From an optimization exercise on the open Yosys and OpenROAD flow, aimed at small area; shortcuts taken in it are not production practice.
Only simulation tests tie the RTL to the original design; equivalence was not proved.
Power and IR drop assume default switching activity.

**design/flow/design.v**
```verilog
`default_nettype none
package roverPkg;
	localparam int FarThreshold = 25;
	localparam int CloseThreshold = 250;
endpackage
`default_nettype wire
`timescale 1ns/1ps
`default_nettype none
module beaconChannel (
	input wire logic clock,
	input wire logic arstN,
	input wire logic sensor,
	input wire logic winEnd,       
	input wire logic ringFull,     
	output logic newClose,         
	output logic newFar
);
	logic [1:0] syncQ;
	logic accepted;
	logic [2:0] run;              
	logic levelChange;
	logic [7:0] count;
	logic [7:0] countNext;
	logic [55:0] ring;
	logic [7:0] oldest;
	logic [10:0] sum;             
	logic [10:0] sumNext;
	assign levelChange = run[2] & run[0];
	always_ff @(posedge clock or negedge arstN) begin
		if (!arstN) begin
			syncQ <= '0;
			accepted <= 1'b0;
			run <= '0;
		end else begin
			syncQ <= {syncQ[0], sensor};
			accepted <= accepted ^ levelChange;
			if (levelChange) begin
				run <= {2'b00, syncQ[1] == accepted};
			end else if (syncQ[1] != accepted) begin
				run <= run + 1'b1;
			end else begin
				run <= '0;
			end
		end
	end
	assign countNext = count + levelChange;
	always_ff @(posedge clock or negedge arstN) begin
		if (!arstN) begin
			count <= '0;
		end else if (winEnd) begin
			count <= '0;
		end else begin
			count <= countNext;
		end
	end
	always_ff @(posedge clock) begin
		ring <= {ring[54:0], ring[55]};
		if (winEnd) begin
			ring[55:49] <= countNext[6:0];
			ring[0] <= countNext[7];
		end
	end
	assign oldest = ringFull ? ring[55:48] : 8'd0;
	assign sumNext = sum + levelChange;
	assign newClose = (sumNext >= 11'(roverPkg::CloseThreshold));
	assign newFar = (sumNext > 11'(roverPkg::FarThreshold)) && !newClose;
	always_ff @(posedge clock or negedge arstN) begin
		if (!arstN) begin
			sum <= '0;
		end else if (winEnd) begin
			sum <= sumNext - oldest;
		end else begin
			sum <= sumNext;
		end
	end
endmodule
`default_nettype wire
`timescale 1ns/1ps
`default_nettype none
module fireSequencer (
	input wire logic clock,
	input wire logic arstN,
	input wire logic closeLeft,
	input wire logic closeRight,
	output logic fireLeft,
	output logic fireRight
);
	typedef enum logic [1:0] {
		Idle,
		FireLeft,
		FireRight,
		Return
	} stateT;
	localparam logic [14:0] HoldSeed = 15'h0001;
	localparam logic [14:0] HoldLast = 15'h6715;
	stateT state;
	logic [14:0] hold;
	assign fireLeft = (state == FireLeft);
	assign fireRight = (state == FireRight);
	always_ff @(posedge clock or negedge arstN) begin
		if (!arstN) begin
			state <= Idle;
		end else begin
			case (state)
				Idle: begin
					if (closeLeft) begin
						state <= FireLeft;
					end else if (closeRight) begin
						state <= FireRight;
					end
				end
				FireLeft, FireRight: begin
					if (hold == HoldLast) begin
						state <= Return;
					end
				end
				default: begin
					state <= Idle;
				end
			endcase
		end
	end
	always_ff @(posedge clock) begin
		if (state == Idle) begin
			hold <= HoldSeed;
		end else begin
			hold <= {hold[13:0], hold[14] ^ hold[13]};
		end
	end
endmodule
`default_nettype wire
`timescale 1ns/1ps
`default_nettype none
module statusDisplay (
	input wire logic clock,
	input wire logic arstN,
	input wire logic periodEnd,
	input wire logic [7:0] periodCountInc,    
	input wire logic anyClose,
	input wire logic anyFar,
	output logic [6:0] segments,
	output logic [3:0] anodes
);
	logic [3:0] scanPhase;
	logic [1:0] digit;
	logic [1:0] digitQ;
	logic showC;
	logic showF;
	logic scanWrap;
	assign scanWrap = (periodCountInc == {scanPhase, 4'b0000});
	always_ff @(posedge clock or negedge arstN) begin
		if (!arstN) begin
			scanPhase <= '0;
			digit <= '0;
			digitQ <= '0;
			showC <= 1'b0;
			showF <= 1'b0;
		end else begin
			if (periodEnd) begin
				scanPhase <= scanPhase + 4'd3;
			end
			if (scanWrap) begin
				digit <= digit + 1'b1;
			end
			digitQ <= digit;
			showC <= (digit == 2'd0) && anyClose;
			showF <= (digit == 2'd1) && anyFar;
		end
	end
	assign anodes = ~(4'b0001 << digitQ);
	assign segments = {~showF, ~(showC | showF), ~(showC | showF), ~showC,
		1'b1, 1'b1, ~(showC | showF)};
endmodule
`default_nettype wire
`timescale 1ns/1ps
`default_nettype none
module beaconShooter #(
	parameter int WindowCycles = 1000,
	parameter int DebounceDepth = 5,
	parameter logic [20:0] ServoPeriod = 21'd2000,
	parameter logic [20:0] RestWidthLeft = 21'd60,
	parameter logic [20:0] RestWidthRight = 21'd225,
	parameter logic [20:0] FireStep = 21'd55,
	parameter int HoldCycles = 20000,
	parameter int ScanBits = 10
) (
	input wire logic clock,
	input wire logic arstN,
	input wire logic sensorLeft,
	input wire logic sensorRight,
	output logic servoLeft,
	output logic servoRight,
	output logic [6:0] segments,
	output logic [3:0] anodes
);
	logic [10:0] periodCount;
	logic [10:0] periodCountInc;
	logic periodEnd;
	logic winEnd;
	logic winEndQ;
	logic [2:0] windowsDone;      
	logic ringFull;
	logic started;
	assign periodCountInc = periodCount + 1'b1;
	assign periodEnd = (periodCount == 11'(ServoPeriod - 1));
	assign winEnd = periodEnd || (periodCount == 11'(WindowCycles - 1));
	assign ringFull = &windowsDone;
	assign started = windowsDone[2] | windowsDone[1];
	always_ff @(posedge clock or negedge arstN) begin
		if (!arstN) begin
			periodCount <= '0;
			windowsDone <= '0;
			winEndQ <= 1'b0;
		end else begin
			periodCount <= periodEnd ? 11'd0 : periodCountInc;
			winEndQ <= winEnd;
			if (winEnd && !ringFull) begin
				windowsDone <= windowsDone + 1'b1;
			end
		end
	end
	logic newCloseLeft, newFarLeft, newCloseRight, newFarRight;
	logic pendCloseLeft, pendCloseRight, pendFar;
	logic closeLeft, closeRight, anyFar;
	beaconChannel channelLeft (
		.clock(clock),
		.arstN(arstN),
		.sensor(sensorLeft),
		.winEnd(winEnd),
		.ringFull(ringFull),
		.newClose(newCloseLeft),
		.newFar(newFarLeft)
	);
	beaconChannel channelRight (
		.clock(clock),
		.arstN(arstN),
		.sensor(sensorRight),
		.winEnd(winEnd),
		.ringFull(ringFull),
		.newClose(newCloseRight),
		.newFar(newFarRight)
	);
	always_ff @(posedge clock or negedge arstN) begin
		if (!arstN) begin
			pendCloseLeft <= 1'b0;
			pendCloseRight <= 1'b0;
			pendFar <= 1'b0;
			closeLeft <= 1'b0;
			closeRight <= 1'b0;
			anyFar <= 1'b0;
		end else begin
			if (winEnd) begin
				pendCloseLeft <= newCloseLeft;
				pendCloseRight <= newCloseRight;
				pendFar <= newFarLeft || newFarRight;
			end
			if (!winEndQ) begin
				closeLeft <= pendCloseLeft;
				closeRight <= pendCloseRight;
				anyFar <= pendFar;
			end
		end
	end
	logic fireLeft, fireRight;
	logic fireLeftQ, fireRightQ;
	fireSequencer sequencer (
		.clock(clock),
		.arstN(arstN),
		.closeLeft(closeLeft),
		.closeRight(closeRight),
		.fireLeft(fireLeft),
		.fireRight(fireRight)
	);
	always_ff @(posedge clock or negedge arstN) begin
		if (!arstN) begin
			fireLeftQ <= 1'b0;
			fireRightQ <= 1'b0;
		end else if (periodEnd) begin
			fireLeftQ <= fireLeft;
			fireRightQ <= fireRight;
		end
	end
	assign servoLeft = started && (periodCount <
		(fireLeftQ ? 11'(RestWidthLeft + FireStep) : 11'(RestWidthLeft)));
	assign servoRight = started && (periodCount <
		(fireRightQ ? 11'(RestWidthRight - FireStep) : 11'(RestWidthRight)));
	statusDisplay display (
		.clock(clock),
		.arstN(arstN),
		.periodEnd(periodEnd),
		.periodCountInc(periodCountInc[7:0]),
		.anyClose(closeLeft || closeRight),
		.anyFar(anyFar),
		.segments(segments),
		.anodes(anodes)
	);
endmodule
`default_nettype wire
```
**design/flow/run.sh**
```bash
#!/bin/bash
# synth_recipe.tcl (not shown) runs the flow's synth.tcl, then flattens the netlist and writes it again
# the make line also repeats each setting of config.mk as NAME=value (left out here)
make -C /OpenROAD-flow-scripts/flow DESIGN_CONFIG=/design/flow/config.mk WORK_HOME=/design/flow/orfs CLKGATE_MAP_FILE= SYNTH_SCRIPT=/design/flow/synth_recipe.tcl finish
```
**design/flow/config.mk**
```make
export PLATFORM = sky130hd
export DESIGN_NAME = beaconShooter
export DESIGN_NICKNAME = beaconShooter
export VERILOG_FILES = /design/flow/design.v
export SDC_FILE = /design/flow/constraint.sdc
export NUM_CORES = 4
export LEC_CHECK = 0
export CAP_MARGIN = 20
export CORE_MARGIN = 2
export CORE_UTILIZATION = 40
export SLEW_MARGIN = 20
```
**design/flow/constraint.sdc**
```tcl
create_clock -name core_clock -period 10.0 [get_ports {clock}]
set_input_delay 2.0000 -clock core_clock [delete_from_list [all_inputs] [get_ports {clock}]]
set_output_delay 2.0000 -clock core_clock [all_outputs]
set_load 0.01 [all_outputs]
```
==> results by group <==
Route
  – Starting DRT DRC Count: about 190
  – Drt pass-1 iters: 4
  – DRC: 0
  – Via/cell ratio: 4.723
  – Post-route antenna net violation count: 0
  – Wirelength per Cell: 12.45 um
  – Via count: between 5,000 and 6,000
  – Final WL: 13.21 mm

Global routing
  – Total track usage: about an eighth
  – Vias in the first global route: between 5,000 and 6,000
  – Largest net degree at the start of global routing: between 70 and 80
  – Global route total overflow: 0
  – Initial antenna violation count: 0
  – First-pass GRT wire length: 23.76 mm

Yosys
  – Asr flop ratio synth: between 40% and 50%
  – #FFs+latches synth: roughly 210
  – Post-synth EDFFs: 0
  – Synthesis warning total: 4
  – Synthesized area per cell: 10.77 um2
  – Area leader, netlist: dfxtp_1
  – Post-Syn Area: 8183 um2
  – Sequential share of the synthesized area: about 57%
  – Yosys top cell area share: a little under a third
  – Post-synth top cells: 127 x dfxtp_1, 87 x nand2_1, 85 x dfrtp_1
  – Count leader, synth: dfxtp_1
  – Mapped Cells: between 700 and 800
  – Main synth FF type: dfxtp_1
  – Distinct cell type count after synthesis: between 60 and 70
  – Largest cells by area after synthesis: dfxtp_1 31%, dfrtp_1 26%, ha_1 6.4%, xnor2_1 4.4%, nand2_1 4.0%

Floorplanning
  – Starting density of the core: ~41%
  – Die area: between 20,000 and 25,000 um2
  – CORE AREA: ~20,000 um2
  – Row count: 52
  – Die width: 147.0 um
  – Top-level I/O count: 17
  – Chip height: roughly 150 um

Worst setup path
  – Worst path slowest cell: clkdlybuf4s50_1
  – Worst reg2reg startpoint: windowsDone[0]$_DFFE_PN0P_
  – CP Cell Sequence: ha_1 > o21ai_0 > nand2_1 > a211o_1 > a31o_2 > a21oi_1 > clkdlybuf4s50_1
  – Critical Path End Type: primary output
  – Worst setup SP type: flip-flop
  – Worst Path Required: about 8000 ps
  – FF-to-FF End: channelRight.sum[10]$_DFF_PN0_
  – Worst Path Buf+Inv: 1
  – FF-to-FF path depth: 12
  – Kind of critical path: flip-flop to primary output
  – CP arrival: about 2700 ps
  – Worst-path maximum fanout: 6
  – CP peak stage delay: around 560 ps
  – Worst reg-to-reg setup slack: between 6000 and 7000 ps
  – Crit path max-delay family: compound AO/OA/AOI/OAI gates

Placed design
  – Placed cells: 1,021
  – Post-placement setup slack: approximately 5900 ps
  – Final GP Congestion: a little under 0.8
  – DPL Wire Length: 8.573 mm
  – Port-buffer cells: 14

Timing
  – RSZ-0062 raised after global routing: no
  – Max_slew headroom: between 30% and 40%
  – Max-slew violation count: 0
  – Final Hold Vio Count: 0
  – Setup TNS: 0 ps
  – Final Setup Violations: 0
  – Final worst-path cycle share: approximately 47%
  – Worst Tran Pin Value: 1028 ps
  – Hold slack: roughly 320 ps
  – Worst setup margin: about 5300 ps
  – Worst Skew: 6.208 ps
  – Tmin final: 4696 ps
  – Max Freq: about 210 MHz

Finish
  – Area Overhead vs Synth: 14.07%
  – Util after Layout: a little under half
  – Final std cells w/o fill: between 1,000 and 1,500
  – Nets: 823
  – Antenna cell count: 0
  – Share of layout cells above drive strength 1: between 7 and 8%

Clock tree
  – CTS Buf Count: 22
  – # H-tree levels: 1
  – Worst-Skew Late Latency: approximately 500 ps
  – Post-CTS Resized: 0
  – Root buffer cell: clkbuf_16
  – Post-CTS Setup Bufs: 0
  – Clock-pin slew reported for the worst setup and hold paths after clock tree synthesis: ~60 ps
  – Hold_buf cts: 0
  – Max clock buf depth: 3
  – TritonCTS clock tree: built
  – CTS Sinks: about 210

Power
  – Switching power: just over 0.4 mW
  – Internal cell power: about 1.4 mW
  – Net switching fraction of the power: about 23%
  – Power density over the cells: slightly below 200 nW/um2
  – Sequential power share: 48.7%
  – Gate power share: ~6.1%
  – Leak: around 4 nW
  – VDD IR max: approximately 0.16 mV
  – Clock network fraction of design power: 45.2%

Min path
  – Hold_sp: channelLeft.ring[39]$_DFF_P_
  – Hold Crit Class: flip-flop to flip-flop
  – Hold Path Cell Cnt: 0
  – Hold path endpoint: channelLeft.ring[40]$_DFF_P_

Flow run
  – Total of max-cap violations: 0

Run status
  – Status: complete, no violations
power groups by stage:
stage	sequential [mW]	combinational, mW	clock [mW]
global route	0.901	0.135	0.890
CTS	0.897	0.117	0.853
finish	0.897	0.113	0.832
floorplan	0.910	0.0894	0
detailed placement	0.914	0.115	0
global placement	0.912	0.114	0
state kept, by name, indices dropped and copies added, names as in the netlist, 2 cells and up:
signal	flops
channelLeft.syncQ	2
channelRight.syncQ	2
display.digitQ	2
channelLeft.sum	11
windowsDone	3
display.scanPhase	4
channelLeft.ring	56
sequencer.state	2
periodCount	11
channelRight.sum	11
channelLeft.count	8
channelRight.ring	56
display.digit	2
channelRight.run	3
channelLeft.run	3
channelRight.count	8
sequencer.hold	15
worst max path at each step:
stage	startpoint	to	slack (ps)	cells after the start
2_1_floorplan	periodCount[1]$_DFF_PN0_	servoLeft	6420	7
3_3_place_gp	periodCount[1]$_DFF_PN0_	servoRight	5910	7
3_5_place_dp	periodCount[1]$_DFF_PN0_	servoRight	5850	7
4_1_cts	periodCount[1]$_DFF_PN0_	servoRight	5290	7
5_1_grt	fireLeftQ$_DFFE_PN0P_	servoLeft	5170	9
6_report	periodCount[1]$_DFF_PN0_	servoRight	5300	7
routing by layer:
metal / wire length, um / global-route usage [%] / share of wire (%) / up-vias
met1: 6648 / 18.11 / 50 / 2348
met2: 5842 / 20.85 / 44 / 51
met4: 319 / 3.942 / 2.4 / 0
li1: - / - / - / 2587
met5: 0 / 0 / 0 / -
met3: 402 / 2.609 / 3.0 / 25
layout make-up:
type	instances	area [um2]
Timing Repair Buffer	16	152.6
Fill cell	1885	10840
Multi-Input combinational cell	491	3284
Clock inverter	10	106.4
Clock buffer	30	663.1
Inverter	32	120.1
Sequential cell	212	4669
Tap cell	270	337.8
through the flow:
| stage | instance area [um2] | power, mW |
|---|---|---|
| 2_1_floorplan | 8187 | 0.9994 |
| 3_3_place_gp | 8564 | 1.026 |
| 3_5_place_dp | 8564 | 1.029 |
| 4_1_cts | 9334 | 1.867 |
| 5_1_grt | 9334 | 1.926 |
| 6_report | 9334 | 1.842 |
kinds of logic (layout without fill, tap and decap cells):
group | after synthesis | count (layout) | synth area share (%)
adders and majority gates | 48 | 48 | 7.401
buffers and inverters | 58 | 88 | 2.936
DFF | 212 | 212 | 57.06
other | 1 | 2 | 0.04583
muxes | 12 | 12 | 1.575
AOI/OAI and AO/OA | 96 | 96 | 7.722
and+or+nand+nor | 263 | 263 | 15.43
xor gates and xnor gates | 70 | 70 | 7.829
placed cells by master (no fill, tap or decap), types with 5 or more instances in the layout:
cell,n
xor2_1,27
clkdlybuf4s50_1,13
nor3_1,13
o21ai_0,35
ha_1,42
nand4_1,6
nand2b_1,11
and3_1,6
mux2_2,7
o31ai_1,5
dfxtp_1,127
clkbuf_16,24
a21oi_1,16
or3_1,6
nand2_1,87
inv_1,31
mux2i_1,5
clkinv_2,5
nor2_1,61
nand3_1,22
a31oi_1,9
xnor2_1,41
nor2b_1,19
dfrtp_1,85
and2_1,12

-- port drivers added, routing unchanged --
The results above use ideal ports. As a check the final layout listed here was re-extracted and re-timed, cells and wires unchanged. Step 1 (the two cells are an assumption about what drives the block):
set clk [get_ports {clock}]
set_driving_cell -lib_cell sky130_fd_sc_hd__clkbuf_16 $clk
set_driving_cell -lib_cell sky130_fd_sc_hd__buf_2 [delete_from_list [all_inputs] $clk]
Step 2 also shifts input and output timing later by t, the mid clock arrival at the registers, as if the neighbouring blocks saw the same clock. Three values: no drivers, after step 1, after step 2; two values: the first two.
shift t [ns]: 0.550
slack for setup (ns): 5.304 / 5.260 / 5.810
hold slack, ns: 0.319 / 0.319 / 0.319
After both steps setup and hold are still met in this run. The setup slack of this run moves by -0.044 ns with the drivers and by +0.506 ns with both steps.
